Context: an optimization exercise on an open-source flow, tuned for small area, a short achievable clock period and few clock cycles. The choices shown serve that exercise and are no tape-out recipe.
The RTL was checked by simulation tests, not by an equivalence proof against the original design.
No activity file was given, so power comes from the tool's default toggle rates.

## flow/config.mk

```make
export PLATFORM = sky130hd
export DESIGN_NAME = mips_core
export DESIGN_NICKNAME = mips_core
export VERILOG_FILES = /design/flow/design.v
export SDC_FILE = /design/flow/constraint.sdc
export NUM_CORES = 4
export LEC_CHECK = 0
export CAP_MARGIN = 20
export CORE_MARGIN = 2
export CORE_UTILIZATION = 45
export PLACE_DENSITY = 0.6
export SLEW_MARGIN = 20
```

## flow/run.sh

```bash
#!/bin/bash
# synth_recipe.tcl (not shown) runs the flow's synth.tcl, then flattens the netlist and writes it again
# the make line also repeats each setting of config.mk as NAME=value (left out here)
make -C /OpenROAD-flow-scripts/flow DESIGN_CONFIG=/design/flow/config.mk WORK_HOME=/design/flow/orfs CLKGATE_MAP_FILE= SYNTH_SCRIPT=/design/flow/synth_recipe.tcl finish
```

## flow/design.v

```verilog
module register_file (
    input  logic        clk,
    input  logic        rst_n,
    input  logic [4:0]  rs,
    input  logic [4:0]  rt,
    input  logic        we,       
    input  logic [4:0]  waddr,
    input  logic [31:0] wdata,
    output logic [31:0] rs_data,
    output logic [31:0] rt_data
);
    logic [31:0] regs [1:31];
    logic [31:1] vld;
    always_ff @(posedge clk) begin
        if (we) regs[waddr] <= wdata;
    end
    always_ff @(posedge clk or negedge rst_n) begin
        if (!rst_n)
            vld <= '0;
        else if (we)
            vld[waddr] <= 1'b1;
    end
    assign rs_data = (rs != 5'd0 && vld[rs]) ? regs[rs] : 32'd0;
    assign rt_data = (rt != 5'd0 && vld[rt]) ? regs[rt] : 32'd0;
endmodule
module mips_core #(
    parameter logic [31:0] RESET_PC = 32'h0000_0000
) (
    input  logic        clk,
    input  logic        rst_n,
    output logic [31:0] imem_addr,
    input  logic [31:0] imem_data,
    output logic        wb_cyc,
    output logic        wb_stb,
    output logic        wb_we,
    output logic [31:0] wb_adr,
    output logic [31:0] wb_dat_w,
    input  logic [31:0] wb_dat_r,
    input  logic        wb_ack,
    output logic        rf_we,
    output logic [4:0]  rf_waddr,
    output logic [31:0] rf_wdata
);
    logic [29:0] pc;                  
    logic        d_valid;
    logic [31:0] d_instr;
    logic [29:0] d_pc;
    logic        d_pred;              
    logic        e_wr;                
    logic        e_ld;                
    logic        e_mem;               
    logic        e_st;                
    logic        e_br;                
    logic        e_bne;
    logic        e_pred;
    logic        e_k0;                
    logic        e_k1;                
    logic        e_sub, e_and, e_or, e_slt;
    logic        e_fwda, e_fwdb, e_fwds;
    logic [4:0]  e_dest;
    logic [31:0] e_a, e_b, e_sd;
    logic [29:0] e_alt;               
    logic        m_wr;
    logic        m_ld;
    logic [4:0]  m_dest;
    logic [31:0] m_result;
    logic        b_cyc;
    logic        b_we;
    logic [31:0] b_adr;
    logic [31:0] b_dat;
    logic        w_we;
    logic [4:0]  w_dest;
    logic [31:0] w_data;
    logic        ex_hold;             
    logic        mem_hold;            
    logic        load_use;            
    logic        kill_id;             
    logic        redir;               
    assign mem_hold = m_ld && !wb_ack;
    assign ex_hold  = !wb_ack && (m_ld || (e_mem && b_cyc));
    logic [5:0]  f_op;
    logic        f_bwd;
    logic [16:0] f_lo;
    logic [13:0] f_hi_m1;
    logic [29:0] f_tgt;
    logic [29:0] pc_inc;
    logic        if_adv;
    assign imem_addr = {pc, 2'b00};
    assign pc_inc    = pc + 30'd1;
    assign f_op    = imem_data[31:26];
    assign f_bwd   = (f_op[5:1] == 5'b00010) && imem_data[15];
    assign f_lo    = {1'b0, pc[15:0]} + {1'b0, imem_data[15:0]} + 17'd1;
    assign f_hi_m1 = pc[29:16] - 14'd1;
    assign f_tgt   = {f_lo[16] ? pc[29:16] : f_hi_m1, f_lo[15:0]};
    assign if_adv = !ex_hold && !load_use;
    always_ff @(posedge clk or negedge rst_n) begin
        if (!rst_n) begin
            pc      <= RESET_PC[31:2];
            d_valid <= 1'b0;
        end else if (redir) begin
            pc      <= e_alt;
            d_valid <= 1'b0;
        end else if (if_adv) begin
            pc      <= f_bwd ? f_tgt : pc_inc;
            d_valid <= 1'b1;
        end
    end
    always_ff @(posedge clk) begin
        if (if_adv) begin
            d_instr <= imem_data;
            d_pc    <= pc;
            d_pred  <= f_bwd;
        end
    end
    logic [5:0]  op, fn;
    logic [4:0]  rs, rt, rd, dest;
    logic        is_r, is_addi, is_lw, is_sw, is_br;
    logic        wr_nz, use_rs, use_rt, alu_src;
    logic [31:0] imm;
    logic [31:0] rf_a, rf_b, id_a, id_rt;
    logic        m_hit_a, m_hit_b;
    logic [31:0] m_val;
    logic        id_go;
    assign op  = d_instr[31:26];
    assign fn  = d_instr[5:0];
    assign rs  = d_instr[25:21];
    assign rt  = d_instr[20:16];
    assign rd  = d_instr[15:11];
    assign imm = {{16{d_instr[15]}}, d_instr[15:0]};
    assign is_r    = (op == 6'h00) && (fn == 6'h20 || fn == 6'h22 || fn == 6'h24
                                    || fn == 6'h25 || fn == 6'h2a);
    assign is_addi = (op == 6'h08);
    assign is_lw   = (op == 6'h23);
    assign is_sw   = (op == 6'h2b);
    assign is_br   = (op[5:1] == 5'b00010);
    assign alu_src = is_addi || is_lw || is_sw;
    assign dest    = is_r ? rd : rt;
    assign wr_nz   = (is_r || is_addi || is_lw) && (dest != 5'd0);
    assign use_rs  = is_r || alu_src || is_br;
    assign use_rt  = is_r || is_sw || is_br;
    register_file u_rf (
        .clk (clk), .rst_n (rst_n),
        .rs (rs), .rt (rt),
        .we (!mem_hold && m_wr), .waddr (m_dest), .wdata (m_val),
        .rs_data (rf_a), .rt_data (rf_b)
    );
    assign m_val   = m_ld ? wb_dat_r : m_result;
    assign m_hit_a = m_wr && (m_dest == rs);
    assign m_hit_b = m_wr && (m_dest == rt);
    assign id_a    = m_hit_a ? m_val : rf_a;
    assign id_rt   = m_hit_b ? m_val : rf_b;
    assign load_use = d_valid && e_ld && ((use_rs && rs == e_dest) || (use_rt && rt == e_dest));
    assign id_go = d_valid && !load_use && !kill_id;
    logic [31:0] opa, opb, sd, opb_x, sum, res;
    logic        lt, eq, taken;
    logic        e_ex_a_fwd, e_ex_b_fwd;
    assign opa   = e_fwda ? m_result : e_a;
    assign opb   = e_fwdb ? m_result : e_b;
    assign sd    = e_fwds ? m_result : e_sd;
    assign opb_x = opb ^ {32{e_sub}};
    assign sum   = opa + opb_x + {31'd0, e_sub};
    assign lt    = (opa[31] ^ opb[31]) ? opa[31] : sum[31];
    assign res   = e_and ? (opa & opb) :
                   e_or  ? (opa | opb) :
                   e_slt ? {31'd0, lt} : sum;
    assign eq    = (opa == opb);
    assign taken = e_bne ? !eq : eq;
    always_comb begin
        kill_id = 1'b0;
        redir   = 1'b0;
        if (e_br && !ex_hold) begin
            if (taken && !e_pred) begin
                if (!e_k0) begin
                    kill_id = 1'b1;
                    redir   = !(e_k1 && !d_pred);   
                end
            end else if (!taken && e_pred) begin
                kill_id = 1'b1;
                redir   = 1'b1;
            end
        end
    end
    always_ff @(posedge clk or negedge rst_n) begin
        if (!rst_n) begin
            e_wr  <= 1'b0;
            e_ld  <= 1'b0;
            e_mem <= 1'b0;
            e_br  <= 1'b0;
        end else if (!ex_hold) begin
            e_wr  <= id_go && wr_nz;
            e_ld  <= id_go && is_lw && (rt != 5'd0);
            e_mem <= id_go && (is_lw || is_sw);
            e_br  <= id_go && is_br;
        end
    end
    always_ff @(posedge clk) begin
        if (!ex_hold) begin
            e_st   <= is_sw;
            e_bne  <= op[0];
            e_pred <= d_pred;
            e_k0   <= (d_instr[15:0] == 16'd0);
            e_k1   <= (d_instr[15:0] == 16'd1);
            e_sub  <= is_r && (fn == 6'h22 || fn == 6'h2a);
            e_and  <= is_r && (fn == 6'h24);
            e_or   <= is_r && (fn == 6'h25);
            e_slt  <= is_r && (fn == 6'h2a);
            e_dest <= dest;
            e_alt  <= d_pc + 30'd1 + (d_pred ? 30'd0 : imm[29:0]);
            e_fwda <= e_wr && !e_ld && (e_dest == rs);
            e_fwdb <= e_wr && !e_ld && (e_dest == rt) && !alu_src;
            e_fwds <= e_wr && !e_ld && (e_dest == rt);
            e_a    <= id_a;
            e_b    <= alu_src ? imm : id_rt;
            e_sd   <= id_rt;
        end else begin
            e_fwda <= 1'b0;
            e_fwdb <= 1'b0;
            e_fwds <= 1'b0;
            e_a    <= opa;
            e_b    <= opb;
            e_sd   <= sd;
        end
    end
    logic push;
    assign push = !ex_hold && e_mem;
    always_ff @(posedge clk or negedge rst_n) begin
        if (!rst_n) begin
            m_wr  <= 1'b0;
            m_ld  <= 1'b0;
            b_cyc <= 1'b0;
        end else begin
            if (!mem_hold) begin
                m_wr <= !ex_hold && e_wr;
                m_ld <= !ex_hold && e_ld;
            end
            if (push)
                b_cyc <= 1'b1;
            else if (wb_ack)
                b_cyc <= 1'b0;
        end
    end
    always_ff @(posedge clk) begin
        if (!ex_hold) begin
            m_dest   <= e_dest;
            m_result <= res;
        end
        if (push) begin
            b_we  <= e_st;
            b_adr <= sum;
            b_dat <= sd;
        end
    end
    assign wb_cyc   = b_cyc;
    assign wb_stb   = b_cyc;
    assign wb_we    = b_we;
    assign wb_adr   = b_adr;
    assign wb_dat_w = b_dat;
    always_ff @(posedge clk or negedge rst_n) begin
        if (!rst_n)
            w_we <= 1'b0;
        else
            w_we <= !mem_hold && m_wr;
    end
    always_ff @(posedge clk) begin
        if (!mem_hold && m_wr) begin
            w_dest <= m_dest;
            w_data <= m_val;
        end
    end
    assign rf_we    = w_we;
    assign rf_waddr = w_dest;
    assign rf_wdata = w_data;
endmodule
```

## flow/constraint.sdc

```tcl
create_clock -name core_clock -period 9.0 [get_ports {clk}]
set_input_delay 1.8000 -clock core_clock [delete_from_list [all_inputs] [get_ports {clk}]]
set_output_delay 1.8000 -clock core_clock [all_outputs]
set_load 0.01 [all_outputs]
```

==> results of run 1 <==
sequential cells by signal, indices dropped and copies added, names as in the netlist, 5 cells and up, named ones only:
name       flops
b_dat         32
b_adr         32
m_dest         5
w_dest         5
e_a           32
e_alt         30
u_rf.vld      31
e_dest         5
e_b           32
pc            30
m_result      32
u_rf.regs    992
d_instr       32
w_data        32
d_pc          30
e_sd          32
metrics by stage:
| stage | utilization | hold WS, ns | std cells | total power [mW] | setup slack [ns] |
|---|---|---|---|---|---|
| finish | 0.5157 | 0.4178 | 6656 | 17.32 | 3.759 |
| global route | 0.5157 | 0.4197 | 6654 | 17.96 | 3.598 |
| CTS | 0.5157 | 0.4181 | 6654 | 17.42 | 3.736 |
| detailed placement | 0.4818 | 0.4072 | 6363 | 10.89 | 2.921 |
| global placement | 0.4815 | 0.4066 | 6361 | 10.86 | 2.978 |
| floorplan | - | 0.4003 | 4313 | 9.880 | 3.894 |
cells by family after synthesis:
kind of cell / share of synthesized area
AOI/OAI and AO/OA: 0.06158
muxes: 0.2316
adders and majority gates: 0.02932
other: 0.00005397
buffers and inverters: 0.02465
and+or+nand+nor: 0.04264
DFF: 0.5916
xor gates and xnor gates: 0.01848
per-layer routing:
layer  part of all wire  GRT usage  vias to the layer above
met2               0.47     0.4050                     1765
met3              0.083    0.05177                      287
li1                   -          -                    17690
met5           0.000035          0                        -
met1               0.42     0.3662                    21890
met4              0.025    0.07272                        2
cells in the final DEF (no fill, tap or decap), types with 38 or more instances in the layout:
cell type	instances
clkbuf_16	161
o21ai_0	56
mux2_2	45
edfxtp_1	1238
xnor2_1	98
inv_1	158
dfrtp_1	69
dfxtp_1	96
nor2b_1	45
mux4_2	592
a21o_1	55
mux2i_1	224
o21ai_1	44
nor2_1	188
clkdlybuf4s50_1	200
xor2_1	43
buf_4	67
ha_1	158
a21oi_1	272
nand2_1	164
nand3_1	38
power breakdown:
group	switching, mW	total [mW]	internal, mW
registers	0.343	8.05	7.71
logic	1.56	2.73	1.17
clock network	2.73	6.54	3.82
total	4.63	17.3	12.7
worst max-delay path, cell delays in order:
cell             delay, ns
clkdlybuf4s50_1       0.52
inv_1                 0.09
nand2_1               0.13
nand2_1               0.16
inv_2                 0.48
buf_4                 0.57
nand2_1               0.57
nor2_4                0.74
buf_4                 0.54
final cells by class:
class | count | area (um2) | area share
flip-flops and latches | 1417 | 41150 | 0.5191
clock inverters | 98 | 1050 | 0.01324
inverters | 164 | 624.3 | 0.007877
diodes | 2 | 5.005 | 0.00006314
clock buffers | 193 | 4159 | 0.05247
repair buffers | 279 | 2748 | 0.03467
multi-input cells | 2459 | 26970 | 0.3403
well taps | 2044 | 2557 | 0.03227
path summary, 6_finish.rpt:
kind,start,endpoint,slack (ns),cells past startpoint
min reg2reg,e_st,b_we,0.42,0
max in group asynchronous,rst_n,m_ld,7.06,2
max,wb_ack,u_rf.regs[2][8],3.76,9
min in group asynchronous,rst_n,u_rf.vld[22],0.88,1
max reg2reg,e_fwda,pc[15],3.89,13
min,e_st,b_we,0.42,0
==> impl_metrics.ini, run 1 <==
[outcome]
status = complete, no violations

[synthesis]
synth.avg_cell_area_um2 = 16.11
syn_inst = 4312
yosys.area.top_type = edfxtp_1
synth_edf_count = 1238
async_flop_share = 0.04940
synth-main-ff-cell = edfxtp_1
synth_area_um2 = 69480
yosysUniqueCellTypes = 86
yosysWarningCount = 2
synth_area_leaders = edfxtp_1 (54%), mux4_2 (19%), mux2i_1 (3.2%)
synth_top_area_frac = 0.5350
ys_seq_area_frac = 0.5916
yosys.cell_count.top_type = edfxtp_1
yosys_register_bits = 1417
synthTopCellsByCount = edfxtp_1 (1238), mux4_2 (592), a21oi_1 (273)

[global_routing]
grt_max_degree = 107
overflow = 0
grt_pass1_wl_um = 293500
grt_use_total = 0.2576
grt_pass1_vias = 41140
antenna_found_initial = 3

[sta]
finalCriticalPeriod_ns = 5.241
finalClockSkew_ns = 0.03345
worstMarginPinSlew_ns = 1.204
max_freq_mhz = 190.8
final-hold-violation-count = 0
max_slew_margin = 0.1741
slew_viol_final = 0
setup_violations = 0
grt_setup_unrepaired = false
min_period_over_period = 0.5823
final.setup.tns_ns = 0

[clock_network]
clk_latency_ns = 0.80
cts_buffers = 157
numClockSinks = 1417
cts.repair.resized = 0
cts_buffer_depth = 3
cts-hold-fix-buffers = 0
cts_tree = done
h-tree-depth = 4
path_clk_slew_ns = 0.06
post_cts_buffers = 0
clockRootBuffer = clkbuf_16

[place]
io_buffers = 201
placed_area_um2 = 74050
place_congestion = 0.8594
hpwl_um = 123700

[die]
core_area_um2 = 153700
die_h_um = 397.0
fp.dieW_um = 397.0
io_pins = 204
dieArea_um2 = 157600
rows = 144
initial_core_util = 0.4521

[power_and_ir_drop]
ir_worst_vdd_uv = 219.6
power_density_nw_per_um2 = 218.6
p_leak_nw = 27.91

[routing]
antenna_left = 0
via_per_inst = 6.254
dr.pass1.iters = 7
drc = 0
drt_iter0_drc = 4548
wl_per_cell_um = 30.47
num_vias = 41630
wl_um = 202800

[setup_path]
worst_ep_required_time_ns = 9.41
worstSetupEndpointType = register
cp_data_arrival_time_ns = 5.66
cp_max_fo = 28
path_class = primary input to register
worstSetupStartpointType = primary input

[final_layout]
fillers = 12490
area_growth_pct = 14.07
post-route-cell-area_um2 = 79260
finalNetCount = 4706
drive_gt1_frac = 0.2226

[worst_hold_path]
hp-class = register to register

[job]
cap_violations = 0
Testbench counts, summed over its fixed seeds: cycles 6,079.
==> run 2: changes to the inputs <==
--- a/flow/design.v
+++ b/flow/design.v
@@ -20,8 +20,14 @@
         else if (we)
             vld[waddr] <= 1'b1;
     end
-    assign rs_data = (rs != 5'd0 && vld[rs]) ? regs[rs] : 32'd0;
-    assign rt_data = (rt != 5'd0 && vld[rt]) ? regs[rt] : 32'd0;
+    always_comb begin
+        rs_data = '0;
+        rt_data = '0;
+        for (int i = 1; i < 32; i++) begin
+            rs_data = rs_data | ({32{rs == i[4:0] && vld[i]}} & regs[i]);
+            rt_data = rt_data | ({32{rt == i[4:0] && vld[i]}} & regs[i]);
+        end
+    end
 endmodule
 module mips_core #(
     parameter logic [31:0] RESET_PC = 32'h0000_0000
@@ -118,7 +124,7 @@
     logic        wr_nz, use_rs, use_rt, alu_src;
     logic [31:0] imm;
     logic [31:0] rf_a, rf_b, id_a, id_rt;
-    logic        m_hit_a, m_hit_b;
+    logic        m_hit_a, m_hit_b, w_hit_a, w_hit_b;
     logic [31:0] m_val;
     logic        id_go;
     assign op  = d_instr[31:26];
@@ -141,14 +147,16 @@
     register_file u_rf (
         .clk (clk), .rst_n (rst_n),
         .rs (rs), .rt (rt),
-        .we (!mem_hold && m_wr), .waddr (m_dest), .wdata (m_val),
+        .we (w_we), .waddr (w_dest), .wdata (w_data),
         .rs_data (rf_a), .rt_data (rf_b)
     );
     assign m_val   = m_ld ? wb_dat_r : m_result;
     assign m_hit_a = m_wr && (m_dest == rs);
     assign m_hit_b = m_wr && (m_dest == rt);
-    assign id_a    = m_hit_a ? m_val : rf_a;
-    assign id_rt   = m_hit_b ? m_val : rf_b;
+    assign w_hit_a = w_we && (w_dest == rs);
+    assign w_hit_b = w_we && (w_dest == rt);
+    assign id_a    = m_hit_a ? m_val : w_hit_a ? w_data : rf_a;
+    assign id_rt   = m_hit_b ? m_val : w_hit_b ? w_data : rf_b;
     assign load_use = d_valid && e_ld && ((use_rs && rs == e_dest) || (use_rt && rt == e_dest));
     assign id_go = d_valid && !load_use && !kill_id;
     logic [31:0] opa, opb, sd, opb_x, sum, res;
--- a/flow/config.mk
+++ b/flow/config.mk
@@ -9,4 +9,5 @@
 export CORE_MARGIN = 2
 export CORE_UTILIZATION = 45
 export PLACE_DENSITY = 0.6
+export SETUP_SLACK_MARGIN = 5
 export SLEW_MARGIN = 20
==> impl_metrics.ini, run 2 <==
[die]
dieArea_um2 = 146900
rows = 139
core_area_um2 = 143100
fp.dieW_um = 383.3
die_h_um = 383.3
initial_core_util = 0.4523
io_pins = 204

[clock_network]
cts_buffers = 149
h-tree-depth = 4
numClockSinks = 1407
cts_buffer_depth = 3
clockRootBuffer = clkbuf_16
cts_tree = done
path_clk_slew_ns = 0.06
clk_latency_ns = 0.81

[outcome]
status = complete, no violations

[setup_path]
path_class = register to register
worstSetupEndpointType = register
worstSetupStartpointType = register
cp_max_fo = 32
worst_ep_required_time_ns = 9.66
regToRegSetupSlack_ns = 4.74
cp_data_arrival_time_ns = 4.91

[synthesis]
synth_mux_area_frac = 0.02458
synth-simple-area-share = 0.07634
syn_inst = 4914
synth_top_area_frac = 0.5742
synth-xor-area-share = 0.02016
yosysUniqueCellTypes = 78
synth_top_family_by_area = compound AO/OA/AOI/OAI gates
synthTopCellsByCount = edfxtp_1 (1238), a22oi_1 (441), clkbuf_1 (277)
synth.avg_cell_area_um2 = 13.18
synth-main-ff-cell = edfxtp_1
synthAdderAreaFrac = 0.03069
yosys.cell_count.top_type = edfxtp_1
synth_area_um2 = 64740
yosys_register_bits = 1407
ys_seq_area_frac = 0.6319
yosys.area.top_type = edfxtp_1
synth-compound-area-share = 0.1860
async_flop_share = 0.04975
synth_edf_count = 1238
synth_area_leaders = edfxtp_1 (57%), a22oi_1 (5.1%), a221oi_1 (3.2%)
yosysWarningCount = 2

[place]
place_congestion = 0.9605
io_buffers = 201
hpwl_um = 161100

[global_routing]
grt_pass1_wl_um = 395000
grt_use_total = 0.3853
overflow = 0
grt_max_degree = 94
antenna_found_initial = 14
grt_pass1_vias = 49900

[routing]
drc = 0
via_per_inst = 7.446
antenna_left = 0
wl_um = 291000
wl_per_cell_um = 40.71
num_vias = 53230
drt_iter0_drc = 12330
dr.pass1.iters = 11

[sta]
max_slew_margin = 0.06212
setup_violations = 0
finalClockSkew_ns = 0.04396
finalCriticalPeriod_ns = 4.255
final.setup.tns_ns = 0
max_freq_mhz = 235.0
min_period_over_period = 0.4728
worstMarginPinSlew_ns = 1.394
final-hold-violation-count = 0
slew_viol_final = 0
grt_setup_unrepaired = true

[final_layout]
utilization = 0.5278
multi_input_comb_area_um2 = 22930
drive_gt1_frac = 0.1504
area_growth_pct = 16.69
layout_commonest_cell = edfxtp_1
mostFrequentLayoutCells = edfxtp_1 (1238), a22oi_1 (441), a221oi_1 (233)
fillers = 12000
finalNetCount = 5339
seq_area_um2 = 40920
largest_reg_flops = 992
top_register = u_rf.regs

[job]
cap_violations = 0

[power_and_ir_drop]
p_leak_nw = 26.54
power_density_nw_per_um2 = 205.0
ir_worst_vdd_uv = 184.4

[worst_hold_path]
hp-class = register to register
[run 2: cell types whose count changed after synthesis, moves of 67 or more]
cell | before | now
a211oi_1 | 26 | 105
nor3_1 | 33 | 100
a22o_1 | 3 | 231
a221oi_1 | 6 | 233
mux4_2 | 592 | 0
a22oi_1 | 2 | 441
nand3_1 | 40 | 148
clkbuf_1 | 170 | 277
mux2i_1 | 224 | 35
nand4_1 | 15 | 131
[run 2: worst max-delay path, stage by stage (launching register included)]
cell and delay [ns]:
edfxtp_1 0.59, nor2b_2 0.31, and3_2 0.24, buf_4 0.42
a22o_1 0.33, a221oi_1 0.34, nand3_1 0.12, nor4_1 1.13
a211oi_1 0.23, a211oi_1 0.32, a21oi_1 0.07
[run 2: path summary, 6_finish.rpt]
kind,from,end,cells past startpoint
max,d_instr[21],e_a[18],10
min,e_st,b_we,0
max reg2reg,d_instr[21],e_a[18],10
min reg2reg,e_st,b_we,0
max in group asynchronous,rst_n,pc[28],2
min in group asynchronous,rst_n,u_rf.vld[27],1
[run 2: stage by stage]
stage | std cells | setup slack [ns] | cell area [um2] | hold WS, ns | power (mW)
floorplan | 4915 | 4.797 | 64830 | 0.4003 | 8.711
global placement | 6806 | 3.821 | 69340 | 0.4078 | 9.328
detailed placement | 6806 | 3.825 | 69350 | 0.4264 | 9.327
CTS | 7111 | 4.683 | 74830 | 0.4460 | 15.45
global route | 7145 | 4.937 | 75540 | 0.4621 | 15.94
finish | 7148 | 4.745 | 75550 | 0.4399 | 15.49
[run 2: where the power goes]
part           switching [mW]  internal (mW)
registers               0.295           7.37
logic                   0.880          0.730
clock network            2.71           3.50
total                    3.89           11.6
[run 2: timing repair]
action / CTS / global route
endpoints found under the setup margin: 210 / 110
pin swaps: 5 / 16
buffers inserted: 26 / 32
hold buffers: 0 / 0
resized for setup: 79 / 89
gates cloned: 2 / 1
[run 2: logic make-up after synthesis]
kind of cell / after synthesis
AOI/OAI and AO/OA: 1601
xor gates and xnor gates: 149
adders and majority gates: 157
buffers and inverters: 495
DFF: 1407
muxes: 145
other: 1
and+or+nand+nor: 959
[run 2: area by class of cell]
cell class | count | share of cell area
sequential | 1407 | 0.5416
multi-input combinational | 3013 | 0.3035
clock buffer | 191 | 0.05308
timing repair buffer | 427 | 0.05260
tap | 1903 | 0.03152
clock inverter | 86 | 0.01148
inverter | 117 | 0.006062
antenna | 4 | 0.0001325
[run 2: layer usage]
| layer | up-vias | track usage | part of all wire |
|---|---|---|---|
| met5 | - | 0.01592 | 0.0016 |
| met4 | 14 | 0.2510 | 0.086 |
| met3 | 1543 | 0.1643 | 0.17 |
| met2 | 5709 | 0.5397 | 0.40 |
| met1 | 25630 | 0.4842 | 0.34 |
| li1 | 20330 | - | - |
Testbench counts of run 2, summed over its fixed seeds: cycles 6,079.
==> run 3: changes to the inputs <==
--- a/flow/design.v
+++ b/flow/design.v
@@ -62,7 +62,8 @@
     logic        e_k0;                
     logic        e_k1;                
     logic        e_sub, e_and, e_or, e_slt;
-    logic        e_fwda, e_fwdb, e_fwds;
+    logic        e_fwda, e_fwdb, e_fwds;      
+    logic        e_wfwda, e_wfwdb, e_wfwds;   
     logic [4:0]  e_dest;
     logic [31:0] e_a, e_b, e_sd;
     logic [29:0] e_alt;               
@@ -124,7 +125,7 @@
     logic        wr_nz, use_rs, use_rt, alu_src;
     logic [31:0] imm;
     logic [31:0] rf_a, rf_b, id_a, id_rt;
-    logic        m_hit_a, m_hit_b, w_hit_a, w_hit_b;
+    logic        e_hit_a, e_hit_b, m_hit_a, m_hit_b;
     logic [31:0] m_val;
     logic        id_go;
     assign op  = d_instr[31:26];
@@ -147,24 +148,24 @@
     register_file u_rf (
         .clk (clk), .rst_n (rst_n),
         .rs (rs), .rt (rt),
-        .we (w_we), .waddr (w_dest), .wdata (w_data),
+        .we (m_wr && !mem_hold), .waddr (m_dest), .wdata (m_val),
         .rs_data (rf_a), .rt_data (rf_b)
     );
     assign m_val   = m_ld ? wb_dat_r : m_result;
+    assign e_hit_a = e_wr && !e_ld && (e_dest == rs);
+    assign e_hit_b = e_wr && !e_ld && (e_dest == rt);
     assign m_hit_a = m_wr && (m_dest == rs);
     assign m_hit_b = m_wr && (m_dest == rt);
-    assign w_hit_a = w_we && (w_dest == rs);
-    assign w_hit_b = w_we && (w_dest == rt);
-    assign id_a    = m_hit_a ? m_val : w_hit_a ? w_data : rf_a;
-    assign id_rt   = m_hit_b ? m_val : w_hit_b ? w_data : rf_b;
+    assign id_a    = rf_a;
+    assign id_rt   = rf_b;
     assign load_use = d_valid && e_ld && ((use_rs && rs == e_dest) || (use_rt && rt == e_dest));
     assign id_go = d_valid && !load_use && !kill_id;
     logic [31:0] opa, opb, sd, opb_x, sum, res;
     logic        lt, eq, taken;
     logic        e_ex_a_fwd, e_ex_b_fwd;
-    assign opa   = e_fwda ? m_result : e_a;
-    assign opb   = e_fwdb ? m_result : e_b;
-    assign sd    = e_fwds ? m_result : e_sd;
+    assign opa   = e_fwda ? m_result : e_wfwda ? w_data : e_a;
+    assign opb   = e_fwdb ? m_result : e_wfwdb ? w_data : e_b;
+    assign sd    = e_fwds ? m_result : e_wfwds ? w_data : e_sd;
     assign opb_x = opb ^ {32{e_sub}};
     assign sum   = opa + opb_x + {31'd0, e_sub};
     assign lt    = (opa[31] ^ opb[31]) ? opa[31] : sum[31];
@@ -214,16 +215,22 @@
             e_slt  <= is_r && (fn == 6'h2a);
             e_dest <= dest;
             e_alt  <= d_pc + 30'd1 + (d_pred ? 30'd0 : imm[29:0]);
-            e_fwda <= e_wr && !e_ld && (e_dest == rs);
-            e_fwdb <= e_wr && !e_ld && (e_dest == rt) && !alu_src;
-            e_fwds <= e_wr && !e_ld && (e_dest == rt);
+            e_fwda  <= e_hit_a;
+            e_fwdb  <= e_hit_b && !alu_src;
+            e_fwds  <= e_hit_b;
+            e_wfwda <= m_hit_a && !e_hit_a;
+            e_wfwdb <= m_hit_b && !e_hit_b && !alu_src;
+            e_wfwds <= m_hit_b && !e_hit_b;
             e_a    <= id_a;
             e_b    <= alu_src ? imm : id_rt;
             e_sd   <= id_rt;
         end else begin
-            e_fwda <= 1'b0;
-            e_fwdb <= 1'b0;
-            e_fwds <= 1'b0;
+            e_fwda  <= 1'b0;
+            e_fwdb  <= 1'b0;
+            e_fwds  <= 1'b0;
+            e_wfwda <= 1'b0;
+            e_wfwdb <= 1'b0;
+            e_wfwds <= 1'b0;
             e_a    <= opa;
             e_b    <= opb;
             e_sd   <= sd;
@@ -248,10 +255,9 @@
         end
     end
     always_ff @(posedge clk) begin
-        if (!ex_hold) begin
-            m_dest   <= e_dest;
-            m_result <= res;
-        end
+        if (!mem_hold)
+            m_dest <= e_dest;
+        m_result <= res;
         if (push) begin
             b_we  <= e_st;
             b_adr <= sum;
@@ -270,10 +276,8 @@
             w_we <= !mem_hold && m_wr;
     end
     always_ff @(posedge clk) begin
-        if (!mem_hold && m_wr) begin
-            w_dest <= m_dest;
-            w_data <= m_val;
-        end
+        w_dest <= m_dest;
+        w_data <= m_val;
     end
     assign rf_we    = w_we;
     assign rf_waddr = w_dest;
==> impl_metrics.ini, run 3 <==
[outcome]
status = complete, no violations

[routing]
drt_iter0_drc = 10870
num_vias = 52960
wl_met2_um = 117200
antenna_left = 0
wl_per_cell_um = 39.35
wl_met1_um = 99560
wl_um = 284700
dr.pass1.iters = 10
drc = 0
maxUsedRoutingLayer = met5
via_per_inst = 7.319
dr_wl_met3_um = 46690

[clock_network]
numClockSinks = 1410
cts_buffers = 148
path_clk_slew_ns = 0.06
cts_tree = done
cts-hold-fix-buffers = 0
h-tree-depth = 4
clk_latency_ns = 0.84
clockRootBuffer = clkbuf_16
cts_buffer_depth = 3

[setup_path]
path_class = primary input to register
worstSetupEndpointType = register
cp_max_fo = 25
worst_ep_required_time_ns = 9.67
cp_data_arrival_time_ns = 4.79
worstSetupStartpointType = primary input

[sta]
min_period_over_period = 0.4574
final.setup.tns_ns = 0
finalCriticalPeriod_ns = 4.116
slew_viol_final = 0
grt_setup_unrepaired = true
worstMarginPinSlew_ns = 1.319
setup_violations = 0
final-hold-violation-count = 0
max_slew_margin = 0.1136
finalClockSkew_ns = 0.06410
max_freq_mhz = 242.9

[synthesis]
yosysWarningCount = 2
yosysUniqueCellTypes = 95
yosys.cell_count.top_type = edfxtp_1
synth.avg_cell_area_um2 = 12.79
yosys_register_bits = 1410
async_flop_share = 0.04965
syn_inst = 5060
synthTopCellsByCount = edfxtp_1 (1169), a22oi_1 (450), clkbuf_1 (264)
synth_area_um2 = 64710
synth-main-ff-cell = edfxtp_1
ys_seq_area_frac = 0.6225
yosys.area.top_type = edfxtp_1
synth_edf_count = 1169
synth_top_area_frac = 0.5425
synth_area_leaders = edfxtp_1 (54%), dfxtp_1 (5.3%), a22oi_1 (5.2%)

[place]
io_buffers = 201
place_congestion = 0.9448
placed_area_um2 = 68820
hpwl_um = 151800

[final_layout]
mostFrequentLayoutCells = edfxtp_1 (1169), a22oi_1 (450), a22o_1 (245)
post-route-cell-area_um2 = 75070
layout_commonest_cell = edfxtp_1
largest_reg_flops = 992
utilization = 0.5245
drive_gt1_frac = 0.1194
area_growth_pct = 16.01
top_register = u_rf.regs
finalNetCount = 5431

[power_and_ir_drop]
ir_worst_vdd_uv = 215.7
power_density_nw_per_um2 = 217.4
p_leak_nw = 26.66

[global_routing]
grt_pass1_wl_um = 384000
grt_use_total = 0.3736
antenna_found_initial = 16
grt_max_degree = 90
grt_pass1_vias = 48960
overflow = 0

[die]
dieArea_um2 = 146800
core_area_um2 = 143100
fp.dieW_um = 383.2
rows = 139
initial_core_util = 0.4521
die_h_um = 383.2
io_pins = 204

[job]
cap_violations = 0

[worst_hold_path]
hp-class = register to register
[run 3: cell count changes in the layout (fill, tap and decap cells not counted), moves of 35 or more]
cell and delta:
buf_4 -64, dfxtp_1 +69, nand3_1 +45, nor2_1 +55
or4_1 +35, edfxtp_1 -69, mux2_2 -66, a211oi_1 -64
nand2_1 +61, mux2i_1 +89, o21ai_0 +71
[run 3: worst paths after layout]
kind / from / to / slack [ns] / depth (start not counted)
worst max-delay path: wb_ack / e_a[21] / 4.88 / 8
worst min-delay path: e_st / b_we / 0.42 / 0
worst max register to register: d_instr[19] / e_b[11] / 4.99 / 8
worst min register to register: e_st / b_we / 0.42 / 0
max in group asynchronous: rst_n / pc[0] / 7.46 / 2
min in group asynchronous: rst_n / u_rf.vld[25] / 0.94 / 1
[run 3: cell type report]
cell class	instances	area [um2]
Inverter	121	503.0
Clock buffer	185	3914
Clock inverter	83	1057
Antenna cell	7	17.52
Timing Repair Buffer	375	3764
Sequential cell	1410	40300
Fill cell	12000	68070
Tap cell	1903	2381
Multi-Input combinational cell	3151	23130
[run 3: through the flow]
| step | std cells | total power, mW | hold WS [ns] | setup slack [ns] |
|---|---|---|---|---|
| finish | 7235 | 16.32 | 0.4231 | 4.884 |
| floorplan | 5061 | 9.150 | 0.3462 | 4.689 |
| CTS | 7194 | 16.25 | 0.4248 | 4.776 |
| global placement | 6897 | 9.954 | 0.4067 | 3.491 |
| global route | 7228 | 16.80 | 0.4287 | 4.954 |
| detailed placement | 6897 | 9.979 | 0.4097 | 3.403 |
[run 3: layer usage]
metal,vias to the layer above,track usage
met5,-,0.006283
met4,28,0.2139
met3,1454,0.1583
met2,5194,0.5339
met1,25710,0.4729
li1,20570,-
[run 3: timing repair]
action                                   CTS  global route
endpoints found under the setup margin  1090           905
cloned                                     0             4
gates resized for setup                   79            92
buffers inserted                          29            29
pin swaps                                 11            10
[run 3: kinds of logic (layout without fill, tap and decap cells)]
| logic type | count (synthesis) | after routing | synth area share |
|---|---|---|---|
| mux | 149 | 149 | 0.02386 |
| buf+inv | 501 | 764 | 0.03148 |
| simple gates | 1116 | 1117 | 0.08991 |
| compound gates | 1605 | 1605 | 0.1851 |
| xor+xnor | 121 | 121 | 0.01638 |
| other cells | 1 | 9 | 0.00005795 |
| fa+ha+maj | 157 | 157 | 0.03071 |
| flops | 1410 | 1410 | 0.6225 |
[run 3: power breakdown]
| group | leakage, nW | total (mW) | switching (mW) | internal, mW |
|---|---|---|---|---|
| Clock | 2.40 | 6.36 | 2.79 | 3.57 |
| Sequential | 13.2 | 7.90 | 0.354 | 7.55 |
| Combinational | 11.0 | 2.06 | 1.23 | 0.830 |
[run 3: critical path, cell delays in order]
cell and delay [ns]:
clkdlybuf4s50_1 0.69, nor2_4 0.13, buf_4 0.24, buf_4 0.40
a21oi_1 0.25, nand4_1 0.12, nor3_1 1.05, a21oi_1 0.06
Testbench counts of run 3, summed over its fixed seeds: cycles 6,079.

## port drivers added, routing unchanged
The flow's constraints put no driver on any port. The routed layouts listed below were extracted and timed again, unchanged, in two steps.
Step 1, drivers: a clkbuf_16 drives clk and a buf_2 each remaining input, both assumed.
Step 2 adds t to the input delays and takes it off the output delays; t is the mean of the earliest and latest rising clock arrival at the registers after step 1. Input paths then give back, and output paths get back, about the clock's delay inside the block.
a / b / c = no drivers / after step 1 / after step 2; a / b = the first two.
| run | t (ns) | slack for setup (ns) | slew at the worst register clock pin (ns) |
|---|---|---|---|
| run 1 | 0.879 | 3.759 / 3.775 / 2.896 | 0.06 / 0.06 |
| run 2 | 0.866 | 4.745 / 4.745 / 4.306 | 0.07 / 0.07 |
| run 3 | 0.893 | 4.884 / 4.946 / 4.053 | 0.07 / 0.07 |
After both steps setup and hold are still met in every run listed. The setup slack of run 1, which loses most, moves by +0.016 ns with the drivers and by -0.863 ns with both steps.
